From an optimization exercise on the open Yosys and OpenROAD flow, aimed at small area; shortcuts taken in it are not production practice.
In this exercise RTL edits were held to simulation tests only and were not proved equivalent to the original.
No activity file was given, so power comes from the tool's default toggle rates.

job 2094:
Design dda_move_engine, start of the top module:
module dda_move_engine #(
  parameter int          NUM_AXES     = 2,
  parameter int          BUFFER_DEPTH = 4,
  parameter int          DUR_WIDTH    = 64,
  parameter int          ACC_WIDTH    = 64,
  parameter int          DIV_WIDTH    = 24,
  parameter logic [63:0] THRESHOLD    = 64'h7fffffffffffff9b,
  parameter int          STEP_HOLD    = 8
) (
  input  logic                            clk,
  input  logic                            resetn,
  input  logic [DIV_WIDTH-1:0]            clock_divisor,
  input  logic                            wr_valid,
  output logic                            wr_ready,
  input  logic [DUR_WIDTH-1:0]            wr_duration,
  input  logic [NUM_AXES-1:0]             wr_dir,
  input  logic [NUM_AXES*ACC_WIDTH-1:0]   wr_increment,
  input  logic [NUM_AXES*ACC_WIDTH-1:0]   wr_incinc,
  input  logic                            abort,
  output logic [NUM_AXES-1:0]             step,
  output logic [NUM_AXES-1:0]             dir,
  output logic                            busy,
  output logic                            move_done,
  output logic [$clog2(BUFFER_DEPTH):0]   buffer_count
);
Size: ~1800 flip-flops, roughly 360 I/O pins, roughly 0.077 sq mm of cells after synthesis.
make LEC_CHECK=0 CAP_MARGIN=20 CORE_MARGIN=2 CORE_UTILIZATION=40 CTS_BUF_LIST=sky130_fd_sc_hd__clkbuf_8 CTS_CLUSTER_DIAMETER=50 CTS_CLUSTER_SIZE=16 SLEW_MARGIN=20 finish   # period 11.0 ns
run.sh (not shown) runs the stock make flow with config.mk's settings and CLKGATE_MAP_FILE= SYNTH_SCRIPT=/design/flow/synth_recipe.tcl, a recipe that flattens the netlist after the stock synthesis.
diff inputs: job 2094 => job 3874
- CTS_BUF_LIST removed (was sky130_fd_sc_hd__clkbuf_8)
- CTS_CLUSTER_DIAMETER removed (was 50)
- CTS_CLUSTER_SIZE removed (was 16)
- CORE_UTILIZATION changed from 40 to 60
==> flow/flow/run.sh (new file) <==
#!/bin/bash
# Standard ORFS layout with two changes: the port buffers are the smallest
# buffer cell, and CTS uses clkbuf_8 leaf clusters without dummy loads.
set -euo pipefail
export BUFFER_PORTS_ARGS="-buffer_cell sky130_fd_sc_hd__buf_1"
export CTS_ARGS="-sink_clustering_enable -repair_clock_nets -dont_use_dummy_load -buf_list sky130_fd_sc_hd__clkbuf_8 -sink_clustering_size 16 -sink_clustering_max_diameter 50"
bash standard.sh > standard_flow.log 2>&1
==> flow/standard.sh (new file) <==
#!/bin/bash
# synth_recipe.tcl (not shown) runs the flow's synth.tcl, then flattens the netlist and writes it again
# the make line also repeats each setting of config.mk as NAME=value (left out here)
make -C /OpenROAD-flow-scripts/flow DESIGN_CONFIG=/design/flow/config.mk WORK_HOME=/design/flow/orfs CLKGATE_MAP_FILE= SYNTH_SCRIPT=/design/flow/synth_recipe.tcl "${@:-finish}"
removed: flow/run.sh
==> notes.md <==
Delta (job 3874 minus job 2094): power in sequential cells has remained practically unchanged; total wirelength of the detailed-routed design fell by 8.0%; met3 routed wirelength higher. On job 3874: area inside the core boundary is about 33% lower than what job 2094 gave. The higher first-pass GRT wire length of job 2094 and job 3874 is in job 2094. Compared with job 2094, job 3874 shows a higher detail-routed via count per cell. Run comparison: job 2094 worst setup path endpoint hcnt[0][2]; job 3874 worst setup path endpoint step[1]. Per the comparison of job 3874 with job 2094, detailed-route wire length per cell went up by about 5%; sequential share of layout area rose by 3.7 points.

* * *

== xenon ==
dda_move_engine, a different RTL version from the one above (not shown whole).
Size: about 5,200 cells after synthesis, roughly 1,800 flip-flops, about 360 I/O pins, ~0.075 sq mm of cells after synthesis.
==> flow/design.v (excerpt) <==
module dda_move_engine #(
  parameter int          NUM_AXES     = 2,
  parameter int          BUFFER_DEPTH = 4,
  parameter int          DUR_WIDTH    = 64,
  parameter int          ACC_WIDTH    = 64,
  parameter int          DIV_WIDTH    = 24,
  parameter logic [63:0] THRESHOLD    = 64'h7fffffffffffff9b,
  parameter int          STEP_HOLD    = 8
) (
  input  logic                            clk,
  input  logic                            resetn,
  input  logic [DIV_WIDTH-1:0]            clock_divisor,
  input  logic                            wr_valid,
  output logic                            wr_ready,
  input  logic [DUR_WIDTH-1:0]            wr_duration,
  input  logic [NUM_AXES-1:0]             wr_dir,
  input  logic [NUM_AXES*ACC_WIDTH-1:0]   wr_increment,
  input  logic [NUM_AXES*ACC_WIDTH-1:0]   wr_incinc,
  input  logic                            abort,
  output logic [NUM_AXES-1:0]             step,
  output logic [NUM_AXES-1:0]             dir,
  output logic                            busy,
  output logic                            move_done,
  output logic [$clog2(BUFFER_DEPTH):0]   buffer_count
);
==> flow/config.mk <==
export PLATFORM = sky130hd
export DESIGN_NAME = dda_move_engine
export DESIGN_NICKNAME = dda_move_engine
export VERILOG_FILES = /design/flow/design.v
export SDC_FILE = /design/flow/constraint.sdc
export NUM_CORES = 4
export LEC_CHECK = 0
export CAP_MARGIN = 20
export CORE_MARGIN = 2
export CORE_UTILIZATION = 75
export GPL_TIMING_DRIVEN = 0
export SLEW_MARGIN = 20
==> flow/constraint.sdc <==
create_clock -name core_clock -period 11.0 [get_ports {clk}]
set_input_delay 2.2000 -clock core_clock [delete_from_list [all_inputs] [get_ports {clk}]]
set_output_delay 2.2000 -clock core_clock [all_outputs]
set_load 0.01 [all_outputs]
standard.sh (not shown) runs the stock make flow with config.mk's settings and CLKGATE_MAP_FILE= SYNTH_SCRIPT=/design/flow/synth_recipe.tcl, a recipe that flattens the netlist after the stock synthesis.
==> flow/flow/run.sh <==
#!/bin/bash
# Standard ORFS layout with two changes: the port buffers are the smallest
# buffer cell, and CTS uses clkbuf_8 leaf clusters without dummy loads.
set -euo pipefail
export BUFFER_PORTS_ARGS="-buffer_cell sky130_fd_sc_hd__buf_1"
export CTS_ARGS="-sink_clustering_enable -repair_clock_nets -dont_use_dummy_load -buf_list sky130_fd_sc_hd__clkbuf_8 -sink_clustering_size 18 -sink_clustering_max_diameter 55"
bash standard.sh > standard_flow.log 2>&1
The inputs of onyx differ from those of xenon as listed below.
- clearing GPL_TIMING_DRIVEN, which used to be 0
Between xenon and onyx, the clock-buffer cell count is lower for onyx. Delta (onyx minus xenon): global-route usage went down, net switching fraction of the power went down, area taken by multi-input logic gates went down, sequential fraction of total cell area went up. Delta (onyx minus xenon): fraction of area in multi-input gates rose 0.48 points; routed wire length fell about 17%. Changes observed in onyx relative to xenon: buffer count excluding the clock tree in the final layout went down 36%, ratio of routed vias to standard cells went down 0.25, total power went down about 4%.
Relative to onyx, the following input files were edited for violet:
-- flow/flow/run.sh --
<<< onyx, line 2
# Standard ORFS layout with two changes: the port buffers are the smallest
# buffer cell, and CTS uses clkbuf_8 leaf clusters without dummy loads.
>>> violet, line 2
# Standard ORFS layout with three changes: the port buffers are the smallest
# buffer cell, CTS uses clkbuf_8 leaf clusters without dummy loads, and the
# global-route stage downsizes gates off the critical paths.
<<< onyx, line 7
>>> violet, line 8
export RECOVER_POWER=100
==> comparison <==
- Summary of violet over onyx: power dissipated by switching net loads comparable; post-route minimum period now larger; routed wire length comparable; number of antenna cells inserted now smaller; overall die area comparable.
- violet and onyx ended up with nearly the same part of the total power dissipated in the clock network.
- violet vs onyx — core utilization dropped 0.21 points.
- Internal power component on violet is behind onyx.
- To summarise violet: no stage aborted, but the layout did not pass its checks, failing on capacitance limit, slew limit.

* * *

## 02-07
Another version of the RTL of dda_move_engine (not shown whole).
For scale: ~5300 cells after synthesis, about 1800 flip-flops, about 360 I/O pins, roughly 75000 um^2 of cells after synthesis.
==> flow/config.mk <==
export PLATFORM = sky130hd
export DESIGN_NAME = dda_move_engine
export DESIGN_NICKNAME = dda_move_engine
export VERILOG_FILES = /design/flow/design.v
export SDC_FILE = /design/flow/constraint.sdc
export NUM_CORES = 4
export LEC_CHECK = 0
export CAP_MARGIN = 20
export CORE_MARGIN = 2
export CORE_UTILIZATION = 60
export SLEW_MARGIN = 20
==> flow/constraint.sdc <==
create_clock -name core_clock -period 11.0 [get_ports {clk}]
set_input_delay 2.2000 -clock core_clock [delete_from_list [all_inputs] [get_ports {clk}]]
set_output_delay 2.2000 -clock core_clock [all_outputs]
set_load 0.01 [all_outputs]
==> flow/flow/run.sh <==
#!/bin/bash
# Standard ORFS layout with two changes: the port buffers are the smallest
# buffer cell, and CTS uses clkbuf_8 leaf clusters without dummy loads.
set -euo pipefail
export BUFFER_PORTS_ARGS="-buffer_cell sky130_fd_sc_hd__buf_1"
export CTS_ARGS="-sink_clustering_enable -repair_clock_nets -dont_use_dummy_load -buf_list sky130_fd_sc_hd__clkbuf_8 -sink_clustering_size 18 -sink_clustering_max_diameter 55"
bash standard.sh > standard_flow.log 2>&1
02-07 went all the way through the flow, and no timing, DRC or antenna check failed.
Setup changes, 02-07 to 07-17
Settings: CORE_UTILIZATION changed from 60 to 75.
[summary]
Looking at count of clock-buffer cells in the layout, 07-17 sits 9 lower than 02-07 does. Going from 02-07 to 07-17, post-layout instance area shrank slightly. Of the two values seen for cell with the biggest individual delay on the critical path, fa_2 was produced by 07-17 and fa_1 by 02-07. 07-17 ends up with higher total met3 wirelength after detailed routing than 02-07 does.

==> separate check: timing with driven ports <==
The flow's constraints put no driver on any port. The routed layouts listed below were extracted and timed again, unchanged, in two steps. Step 1: set_driving_cell puts a clkbuf_16 on clk and a buf_2 on each other input, an assumption about the parent block. Step 2, shift: input delay + t, output delay - t, t = (earliest + latest rising clock arrival at the registers) / 2. This alone moves slack from input paths to output paths. a / b / c = no drivers / after step 1 / after step 2; a / b = the first two.
| run | t, ns | slack for setup (ns) | hold slack, ns | worst register clock-pin slew, ns | cell pins on the clock port's net |
|---|---|---|---|---|---|
| job 2094 | 1.023 | 0.412 / 0.412 / 0.412 | 0.400 / 0.400 / 0.400 | 0.10 / 0.10 | 1 |
| job 3874 | 0.961 | 0.349 / 0.349 / 0.349 | 0.380 / 0.380 / 0.380 | 0.10 / 0.10 | 1 |
| xenon | 0.920 | 0.259 / 0.259 / 0.259 | 0.386 / 0.386 / 0.386 | 0.11 / 0.11 | 1 |
| onyx | 0.908 | 0.466 / 0.466 / 0.466 | 0.390 / 0.390 / 0.390 | 0.11 / 0.11 | 1 |
| violet | 0.897 | 0.454 / 0.454 / 0.050 | 0.389 / 0.389 / 0.389 | 0.12 / 0.12 | 1 |
| 02-07 | 0.930 | 0.428 / 0.428 / 0.428 | 0.399 / 0.399 / 0.399 | 0.11 / 0.11 | 1 |
| 07-17 | 0.908 | 0.371 / 0.371 / 0.371 | 0.388 / 0.388 / 0.388 | 0.11 / 0.11 | 1 |
The setup slack of violet, which loses most, moves by 0.000 ns with the drivers and by -0.404 ns with both steps.
